This design comes from an exercise in tuning for small area, a short achievable clock period and few clock cycles per item on the open sky130 flow, not from production work. Where RTL was checked, it was by simulation tests only, not by an equivalence proof against the original. Power and IR drop assume default switching activity.

==> module bst_engine_top, before the edit <==
module bst_engine_top (
    input  logic              aclk,
    input  logic              aresetn,
    input  logic              req_valid,
    output logic              req_ready,
    input  logic [47:0]       req,
    output logic              cpl_valid,
    input  logic              cpl_ready,
    output logic [32:0]       cpl
);
    localparam int N  = bst_pkg::NODE_COUNT;
    localparam int TW = bst_pkg::TOKEN_WIDTH;
    localparam int PW = bst_pkg::PAYLOAD_WIDTH;
    logic [TW-1:0] tok [N];
    logic [PW-1:0] pay [N];
    logic [N-1:0]  dead;     
    logic [N-1:0]  used;     
    logic          p_ins;    
    logic          p_dup;    
    logic [N-1:0]  mq0, mq1;     
    logic [1:0]    mq_cnt;
    logic [N-1:0]  cm;           
    logic          c_v;
    logic [PW:0]   c_q;
    logic          n_rdy;
    logic          fire, ins_fire, srch_fire, any;
    logic [N-1:0]  wsel, newest, live, match, cm_nx;
    logic          c_free, pop;
    logic [PW-1:0] sel_pay;
    assign req_ready = !n_rdy;
    assign cpl_valid = c_v;
    assign cpl       = c_q;
    assign fire      = req_valid && !n_rdy;
    assign ins_fire  = fire && (req[47:40] == 8'd1);
    assign srch_fire = fire && (req[47:40] == 8'd2);
    always_comb begin
        for (int i = 0; i < N; i++) begin
            wsel[i]   = ((i == 0) ? 1'b1 : used[i-1]) && !used[i];
            newest[i] = used[i] && ((i == N-1) ? 1'b1 : !used[i+1]);
            live[i]   = used[i] && ((p_ins && newest[i]) ? !p_dup : !dead[i]);
        end
    end
    always_comb begin
        for (int i = 0; i < N; i++)
            match[i] = live[i] && (tok[i] == req[39:32]);
    end
    assign any = |match;
    always_ff @(posedge aclk) begin
        for (int i = 0; i < N; i++) begin
            if (wsel[i]) begin
                tok[i] <= req[39:32];
                pay[i] <= req[31:0];
            end
            if (p_ins && newest[i]) dead[i] <= p_dup;
        end
    end
    always_ff @(posedge aclk) begin
        p_dup <= any;
    end
    always_ff @(posedge aclk or negedge aresetn) begin
        if (!aresetn) begin
            used  <= '0;
            p_ins <= 1'b0;
        end else begin
            if (ins_fire) used <= {used[N-2:0], 1'b1};
            p_ins <= ins_fire && !used[N-1];
        end
    end
    assign c_free = !c_v || cpl_ready;
    assign pop    = c_free && (mq_cnt != 2'd0);
    always_ff @(posedge aclk) begin
        if (mq_cnt == 2'd0 || pop) mq0 <= mq_cnt[1] ? mq1 : match;
        if (mq_cnt == 2'd1)        mq1 <= match;
    end
    always_ff @(posedge aclk or negedge aresetn) begin
        if (!aresetn) begin
            mq_cnt <= 2'd0;
            c_v    <= 1'b0;
            n_rdy  <= 1'b0;
        end else begin
            case (mq_cnt)
                2'd0:    mq_cnt <= srch_fire ? 2'd1 : 2'd0;
                2'd1:    mq_cnt <= (srch_fire == pop) ? 2'd1 : (srch_fire ? 2'd2 : 2'd0);
                default: mq_cnt <= pop ? 2'd1 : 2'd2;
            endcase
            n_rdy  <= (mq_cnt[1] && !pop) || (mq_cnt == 2'd1 && srch_fire && !pop);
            c_v    <= pop || (c_v && !cpl_ready);
        end
    end
    assign cm_nx = pop ? mq0 : cm;
    always_comb begin
        sel_pay = '0;
        for (int i = 0; i < N; i++)
            sel_pay = sel_pay | (pay[i] & {PW{cm_nx[i]}});
    end
    always_ff @(posedge aclk) begin
        cm  <= cm_nx;
        c_q <= {sel_pay, ~|cm_nx};
    end
endmodule
==> flow/config.mk <==
export PLATFORM = sky130hd
export DESIGN_NAME = bst_engine_top
export DESIGN_NICKNAME = bst_engine_top
export VERILOG_FILES = /design/flow/design.v
export SDC_FILE = /design/flow/constraint.sdc
export NUM_CORES = 4
export LEC_CHECK = 0
export ABC_CLOCK_PERIOD_IN_PS = 1500
export CAP_MARGIN = 20
export CORE_MARGIN = 2
export CORE_UTILIZATION = 60
export CTS_CLUSTER_DIAMETER = 150
export CTS_CLUSTER_SIZE = 25
export SETUP_SLACK_MARGIN = 2.0
export SLEW_MARGIN = 20
==> flow/constraint.sdc <==
create_clock -name core_clock -period 4.0 [get_ports {aclk}]
set_input_delay 0.8000 -clock core_clock [delete_from_list [all_inputs] [get_ports {aclk}]]
set_output_delay 0.8000 -clock core_clock [all_outputs]
set_load 0.01 [all_outputs]
standard.sh (not shown) runs the stock make flow with config.mk's settings and CLKGATE_MAP_FILE= SYNTH_SCRIPT=/design/flow/synth_recipe.tcl, a recipe that flattens the netlist after the stock synthesis.
==> flow/flow/run.sh <==
#!/bin/bash
# The standard layout, with faster port buffers.
set -euo pipefail
bash standard.sh "BUFFER_PORTS_ARGS=-buffer_cell sky130_fd_sc_hd__buf_4" finish > standard.log 2>&1
Then changed:
--- a/flow/design.v
+++ b/flow/design.v
@@ -24,14 +24,13 @@
     logic          p_ins;    
     logic          p_dup;    
     logic [N-1:0]  mq0, mq1;     
     logic [1:0]    mq_cnt;
-    logic [N-1:0]  cm;           
     logic          c_v;
-    logic [PW:0]   c_q;
+    logic [PW:0]   c_q, c_h;    
     logic          n_rdy;
     logic          fire, ins_fire, srch_fire, any;
-    logic [N-1:0]  wsel, newest, live, match, cm_nx;
+    logic [N-1:0]  wsel, newest, live, match;
     logic          c_free, pop;
     logic [PW-1:0] sel_pay;
     assign req_ready = !n_rdy;
     assign cpl_valid = c_v;
@@ -92,15 +91,14 @@
             n_rdy  <= (mq_cnt[1] && !pop) || (mq_cnt == 2'd1 && srch_fire && !pop);
             c_v    <= pop || (c_v && !cpl_ready);
         end
     end
-    assign cm_nx = pop ? mq0 : cm;
     always_comb begin
         sel_pay = '0;
         for (int i = 0; i < N; i++)
-            sel_pay = sel_pay | (pay[i] & {PW{cm_nx[i]}});
+            sel_pay = sel_pay | (pay[i] & {PW{mq0[i]}});
     end
     always_ff @(posedge aclk) begin
-        cm  <= cm_nx;
-        c_q <= {sel_pay, ~|cm_nx};
+        c_q <= c_free ? {sel_pay, ~|mq0} : c_h;
+        c_h <= c_free ? {sel_pay, ~|mq0} : c_q;
     end
 endmodule
Outcome: The new run produced a clean layout; non-clock buffer count went down by 175; wire length decreases by 27%; clock power is about the same; setup slack gains 510 ps; utilization fell by 9.6 points; via count fell by 17%; total power went up by 2.2%.
No functional check of the RTL was part of any run of this note.

* * *

Another version of the RTL of bst_engine_top (not shown whole).
Size: about 1,600 cells after synthesis, roughly 780 flip-flops, ~87 I/O pins, ~28,000 sq um of cells after synthesis.
==> module bst_engine_top, before the edit <==
module bst_engine_top (
    input  logic              aclk,
    input  logic              aresetn,
    input  logic              req_valid,
    output logic              req_ready,
    input  logic [47:0]       req,
    output logic              cpl_valid,
    input  logic              cpl_ready,
    output logic [32:0]       cpl
);
    localparam int N  = bst_pkg::NODE_COUNT;
    localparam int TW = bst_pkg::TOKEN_WIDTH;
    localparam int PW = bst_pkg::PAYLOAD_WIDTH;
    logic [TW-1:0] tok [N];
    logic [PW-1:0] pay [N];
    logic [N-1:0]  dead;     
    logic [N:0]    nxt;      
    logic          p_ins;    
    logic          p_dup;    
    logic [N-1:0]  mq0, mq1;     
    logic [1:0]    mq_cnt;
    logic          c_v;
    logic [PW:0]   c_q, c_h;    
    logic          n_rdy;
    logic          fire, ins_fire, srch_fire, any;
    logic [N-1:0]  used, newest, live, match;
    logic          c_free, pop;
    logic [PW-1:0] sel_pay;
    assign req_ready = !n_rdy;
    assign cpl_valid = c_v;
    assign cpl       = c_q;
    assign fire      = req_valid && !n_rdy;
    assign ins_fire  = fire && (req[47:40] == 8'd1);
    assign srch_fire = fire && (req[47:40] == 8'd2);
    always_comb begin
        used[N-1] = nxt[N];
        for (int i = N-2; i >= 0; i--)
            used[i] = used[i+1] || nxt[i+1];
        for (int i = 0; i < N; i++) begin
            newest[i] = nxt[i+1];
            live[i]   = used[i] && ((p_ins && newest[i]) ? !p_dup : !dead[i]);
        end
    end
    always_comb begin
        for (int i = 0; i < N; i++)
            match[i] = live[i] && (tok[i] == req[39:32]);
    end
    assign any = |match;
    always_ff @(posedge aclk) begin
        for (int i = 0; i < N; i++) begin
            if (nxt[i]) begin
                tok[i] <= req[39:32];
                pay[i] <= req[31:0];
            end
            if (p_ins && newest[i]) dead[i] <= p_dup;
        end
    end
    always_ff @(posedge aclk) begin
        p_dup <= any;
    end
    always_ff @(posedge aclk or negedge aresetn) begin
        if (!aresetn) begin
            nxt   <= (N+1)'(1);
            p_ins <= 1'b0;
        end else begin
            if (ins_fire && !nxt[N]) nxt <= {nxt[N-1:0], 1'b0};
            p_ins <= ins_fire && !nxt[N];
        end
    end
    assign c_free = !c_v || cpl_ready;
    assign pop    = c_free && (mq_cnt != 2'd0);
    always_ff @(posedge aclk) begin
        if (mq_cnt == 2'd0 || pop) mq0 <= mq_cnt[1] ? mq1 : match;
        if (mq_cnt == 2'd1)        mq1 <= match;
    end
    always_ff @(posedge aclk or negedge aresetn) begin
        if (!aresetn) begin
            mq_cnt <= 2'd0;
            c_v    <= 1'b0;
            n_rdy  <= 1'b0;
        end else begin
            case (mq_cnt)
                2'd0:    mq_cnt <= srch_fire ? 2'd1 : 2'd0;
                2'd1:    mq_cnt <= (srch_fire == pop) ? 2'd1 : (srch_fire ? 2'd2 : 2'd0);
                default: mq_cnt <= pop ? 2'd1 : 2'd2;
            endcase
            n_rdy  <= (mq_cnt[1] && !pop) || (mq_cnt == 2'd1 && srch_fire && !pop);
            c_v    <= pop || (c_v && !cpl_ready);
        end
    end
    always_comb begin
        sel_pay = '0;
        for (int i = 0; i < N; i++)
            sel_pay = sel_pay | (pay[i] & {PW{mq0[i]}});
    end
    always_ff @(posedge aclk) begin
        c_q <= c_free ? {sel_pay, ~|mq0} : c_h;
        if (pop) c_h <= {sel_pay, ~|mq0};
    end
endmodule
clock: 4.0 ns
lec_check: 0
abc_clock_period_in_ps: 1500
cap_margin: 20
core_margin: 2
core_utilization: 60
cts_cluster_diameter: 150
cts_cluster_size: 25
setup_slack_margin: 2.0
slew_margin: 20
Scripts as last shown in full above: flow/flow/run.sh
Next try:
==> flow/design.v (replaced) <==
package bst_pkg;
    localparam int TOKEN_WIDTH   = 8;
    localparam int PAYLOAD_WIDTH = 32;
    localparam int NODE_COUNT    = 16;
endpackage
`timescale 1ns/1ps
module bst_engine_top (
    input  logic              aclk,
    input  logic              aresetn,
    input  logic              req_valid,
    output logic              req_ready,
    input  logic [47:0]       req,
    output logic              cpl_valid,
    input  logic              cpl_ready,
    output logic [32:0]       cpl
);
    localparam int N  = bst_pkg::NODE_COUNT;
    localparam int TW = bst_pkg::TOKEN_WIDTH;
    localparam int PW = bst_pkg::PAYLOAD_WIDTH;
    logic [TW-1:0] tok [N];
    logic [PW-1:0] pay [N];
    logic [N-1:0]  dead;     
    logic [N-1:0]  used;     
    logic          p_ins;    
    logic          p_dup;    
    logic          m_v;
    logic [N-1:0]  m_q;
    logic          c_v;
    logic [PW:0]   c_q;
    logic          fire, ins_fire, srch_fire, any;
    logic [N-1:0]  wsel, newest, live, match;
    logic          c_free, m_free;
    logic [PW-1:0] sel_pay;
    assign c_free    = !c_v || cpl_ready;
    assign m_free    = !m_v || c_free;
    assign req_ready = m_free;
    assign cpl_valid = c_v;
    assign cpl       = c_q;
    assign fire      = req_valid && m_free;
    assign ins_fire  = fire && (req[47:40] == 8'd1);
    assign srch_fire = fire && (req[47:40] == 8'd2);
    always_comb begin
        for (int i = 0; i < N; i++) begin
            wsel[i]   = ((i == 0) ? 1'b1 : used[i-1]) && !used[i];
            newest[i] = used[i] && ((i == N-1) ? 1'b1 : !used[i+1]);
            live[i]   = used[i] && ((p_ins && newest[i]) ? !p_dup : !dead[i]);
        end
    end
    always_comb begin
        for (int i = 0; i < N; i++)
            match[i] = live[i] && (tok[i] == req[39:32]);
    end
    assign any = |match;
    always_ff @(posedge aclk) begin
        for (int i = 0; i < N; i++) begin
            if (wsel[i]) begin
                tok[i] <= req[39:32];
                pay[i] <= req[31:0];
            end
            if (p_ins && newest[i]) dead[i] <= p_dup;
        end
    end
    always_ff @(posedge aclk) begin
        p_dup <= any;
    end
    always_ff @(posedge aclk or negedge aresetn) begin
        if (!aresetn) begin
            used  <= '0;
            p_ins <= 1'b0;
        end else begin
            if (ins_fire) used <= {used[N-2:0], 1'b1};
            p_ins <= ins_fire && !used[N-1];
        end
    end
    always_ff @(posedge aclk) begin
        if (m_free) m_q <= match;
    end
    always_ff @(posedge aclk or negedge aresetn) begin
        if (!aresetn) begin
            m_v <= 1'b0;
            c_v <= 1'b0;
        end else begin
            m_v <= srch_fire || (m_v && !c_free);
            c_v <= (m_v && c_free) || (c_v && !cpl_ready);
        end
    end
    always_comb begin
        sel_pay = '0;
        for (int i = 0; i < N; i++)
            sel_pay = sel_pay | (pay[i] & {PW{m_q[i]}});
    end
    always_ff @(posedge aclk) begin
        if (c_free) c_q <= {sel_pay, ~|m_q};
    end
endmodule
- The changed run finished clean
- final area decreases by 7.3%
- critical path depth decreases by 2
- cell count decreases by 9.1%
- combinational power decreases by 43%
- count of clock-buffer cells in the layout decreases by 14
- register-to-register slack gets better by 0.25 ns
- via count decreases by 9.3%
- die area decreases by 6.0%
- power decreases by 7.8%
- global-route usage decreases by 0.87 points
- routed wire length decreases by 9.6%
- non-clock buffer count decreases by 22
No run of this note included a check of the RTL's function; only the layout flow was run.

* * *

Setup of yarrow:
Another version of the RTL of bst_engine_top (not shown whole).
For scale: about 1400 cells after synthesis, ~87 I/O pins, ~0.026 sq mm of cells after synthesis.
==> module bst_engine_top, before the edit <==
module bst_engine_top (
    input  logic              aclk,
    input  logic              aresetn,
    input  logic              req_valid,
    output logic              req_ready,
    input  logic [47:0]       req,
    output logic              cpl_valid,
    input  logic              cpl_ready,
    output logic [32:0]       cpl
);
    localparam int N  = bst_pkg::NODE_COUNT;
    localparam int TW = bst_pkg::TOKEN_WIDTH;
    localparam int PW = bst_pkg::PAYLOAD_WIDTH;
    logic [TW-1:0] tok [N];
    logic [PW-1:0] pay [N];
    logic [4:0]    wptr;     
    logic [4:0]    icnt;     
    logic          sk_v;
    logic [TW-1:0] sk_tok;
    logic          m_v;
    logic [N-1:0]  m_q;
    logic          c_v;
    logic [PW:0]   c_q;
    logic          fire, ins_fire, srch_fire, full, any;
    logic [TW-1:0] ctok;
    logic [N-1:0]  match;
    logic          m_adv, m_free, m_load;
    logic [PW-1:0] sel_pay;
    assign req_ready = !sk_v;
    assign cpl_valid = c_v;
    assign cpl       = c_q;
    assign fire      = req_valid && !sk_v;
    assign ins_fire  = fire && (req[47:40] == 8'd1);
    assign srch_fire = fire && (req[47:40] == 8'd2);
    assign full      = icnt[4];
    assign ctok = sk_v ? sk_tok : req[39:32];
    always_comb begin
        for (int i = 0; i < N; i++)
            match[i] = (wptr > 5'(i)) && (tok[i] == ctok);
    end
    assign any = |match;
    always_ff @(posedge aclk) begin
        for (int i = 0; i < N; i++) begin
            if (wptr == 5'(i)) begin
                tok[i] <= req[39:32];
                pay[i] <= req[31:0];
            end
        end
    end
    always_ff @(posedge aclk or negedge aresetn) begin
        if (!aresetn) begin
            wptr <= '0;
            icnt <= '0;
        end else if (ins_fire && !full) begin
            icnt <= icnt + 5'd1;
            if (!any) wptr <= wptr + 5'd1;
        end
    end
    assign m_adv  = m_v && (!c_v || cpl_ready);
    assign m_free = !m_v || m_adv;
    assign m_load = m_free && (sk_v || srch_fire);
    always_ff @(posedge aclk or negedge aresetn) begin
        if (!aresetn) begin
            sk_v <= 1'b0;
            m_v  <= 1'b0;
            c_v  <= 1'b0;
        end else begin
            sk_v <= sk_v ? !m_free : (srch_fire && !m_free);
            m_v  <= m_load || (m_v && !m_adv);
            c_v  <= m_adv || (c_v && !cpl_ready);
        end
    end
    always_ff @(posedge aclk) begin
        if (!sk_v) sk_tok <= req[39:32];
        if (m_load) m_q <= match;
    end
    always_comb begin
        sel_pay = '0;
        for (int i = 0; i < N; i++)
            sel_pay = sel_pay | (pay[i] & {PW{m_q[i]}});
    end
    always_ff @(posedge aclk) begin
        if (m_adv) c_q <= {sel_pay, ~|m_q};
    end
endmodule
clock: 4.0 ns
lec_check: 0
abc_clock_period_in_ps: 1500
cap_margin: 20
core_margin: 2
core_utilization: 60
setup_slack_margin: 2.0
slew_margin: 20
run.sh (not shown) runs the stock make flow with config.mk's settings and CLKGATE_MAP_FILE= SYNTH_SCRIPT=/design/flow/synth_recipe.tcl, a recipe that flattens the netlist after the stock synthesis.
Stock flow here: none of the scripts above is used.
yarrow has completed all stages; timing, DRC and antenna checks passed.
Testbench counts of yarrow, summed over its fixed seeds: cycles 12,672, items 12,288.
Inputs modified between yarrow and tundra:
--- a/flow/design.v
+++ b/flow/design.v
@@ -23,14 +23,12 @@
     logic [4:0]    icnt;     
     logic          sk_v;
     logic [TW-1:0] sk_tok;
-    logic          m_v;
-    logic [N-1:0]  m_q;
     logic          c_v;
     logic [PW:0]   c_q;
     logic          fire, ins_fire, srch_fire, full, any;
     logic [TW-1:0] ctok;
     logic [N-1:0]  match;
-    logic          m_adv, m_free, m_load;
+    logic          c_free, c_load;
     logic [PW-1:0] sel_pay;
     assign req_ready = !sk_v;
     assign cpl_valid = c_v;
@@ -62,30 +60,24 @@
             if (!any) wptr <= wptr + 5'd1;
         end
     end
-    assign m_adv  = m_v && (!c_v || cpl_ready);
-    assign m_free = !m_v || m_adv;
-    assign m_load = m_free && (sk_v || srch_fire);
+    assign c_free = !c_v || cpl_ready;
+    assign c_load = c_free && (sk_v || srch_fire);
+    always_comb begin
+        sel_pay = '0;
+        for (int i = 0; i < N; i++)
+            sel_pay = sel_pay | (pay[i] & {PW{match[i]}});
+    end
     always_ff @(posedge aclk or negedge aresetn) begin
         if (!aresetn) begin
             sk_v <= 1'b0;
-            m_v  <= 1'b0;
             c_v  <= 1'b0;
         end else begin
-            sk_v <= sk_v ? !m_free : (srch_fire && !m_free);
-            m_v  <= m_load || (m_v && !m_adv);
-            c_v  <= m_adv || (c_v && !cpl_ready);
+            sk_v <= sk_v ? !c_free : (srch_fire && !c_free);
+            c_v  <= c_load || (c_v && !cpl_ready);
         end
     end
     always_ff @(posedge aclk) begin
         if (!sk_v) sk_tok <= req[39:32];
-        if (m_load) m_q <= match;
-    end
-    always_comb begin
-        sel_pay = '0;
-        for (int i = 0; i < N; i++)
-            sel_pay = sel_pay | (pay[i] & {PW{m_q[i]}});
-    end
-    always_ff @(posedge aclk) begin
-        if (m_adv) c_q <= {sel_pay, ~|m_q};
+        if (c_free) c_q <= {sel_pay, !any};
     end
 endmodule
==> comparison <==
- Every run in the comparison, tundra and yarrow, completed the flow with a clean layout.
- Cmp tundra and yarrow / fraction of power consumed by combinational cells / lower: yarrow
- Relative to yarrow, routed via count divided by cell count has increased by about 1% in tundra.
- Re maximum clock frequency: tundra is 14 MHz down on yarrow.
- On total number of vias: between tundra and yarrow, it ends up higher for tundra.
- tundra vs. yarrow: fraction of the yosys area taken by sequential cells went down 0.63 points, combinational-cell power consumption went up about 26%.
- Changes observed in tundra relative to yarrow: core area went down 380 sq um, final non-filler cell area has increased, sequential power lower.
The RTL of tundra was laid out without a check of its function.

## separate check: timing with driven ports
How much do the figures lean on ideal ports? The routed layouts below were timed once more, with nothing changed but the port constraints.
Step 1 assumes that a clkbuf_16 drives the clock port and a buf_2 every other input.
Step 2 moves the port delays by t, midway between the first and last clock arrival at a register: inputs arrive t later, outputs are due t later. That takes back most of the time a late clock gives input paths.
Slacks: ideal / step 1 / step 2; pairs: ideal / step 1.
| run | shift t [ns] | slack for setup (ns) | worst setup path at the end | worst data-port slew with drivers (ns) | cell pins on the clock port's net |
|---|---|---|---|---|---|
| the first run of note 1 | 0.665 | 1.525 / 1.525 / 1.129 | input to register | 0.07 | 1 |
| the second run of note 1 | 0.639 | 2.030 / 1.975 / 1.535 | input to register | 0.12 | 1 |
| the first run of note 2 | 0.627 | 1.791 / 1.791 / 1.368 | input to register | 0.10 | 1 |
| the second run of note 2 | 0.631 | 1.845 / 1.806 / 1.545 | input to register | 0.07 | 1 |
| yarrow | 0.625 | 1.093 / 1.093 / 0.515 | input to register | 0.10 | 1 |
| tundra | 0.647 | 0.973 / 0.973 / 0.401 | input to register | 0.10 | 1 |
After both steps every run listed still meets setup and hold. The setup slack of yarrow, which loses most, moves by 0.000 ns with the drivers and by -0.578 ns with both steps.
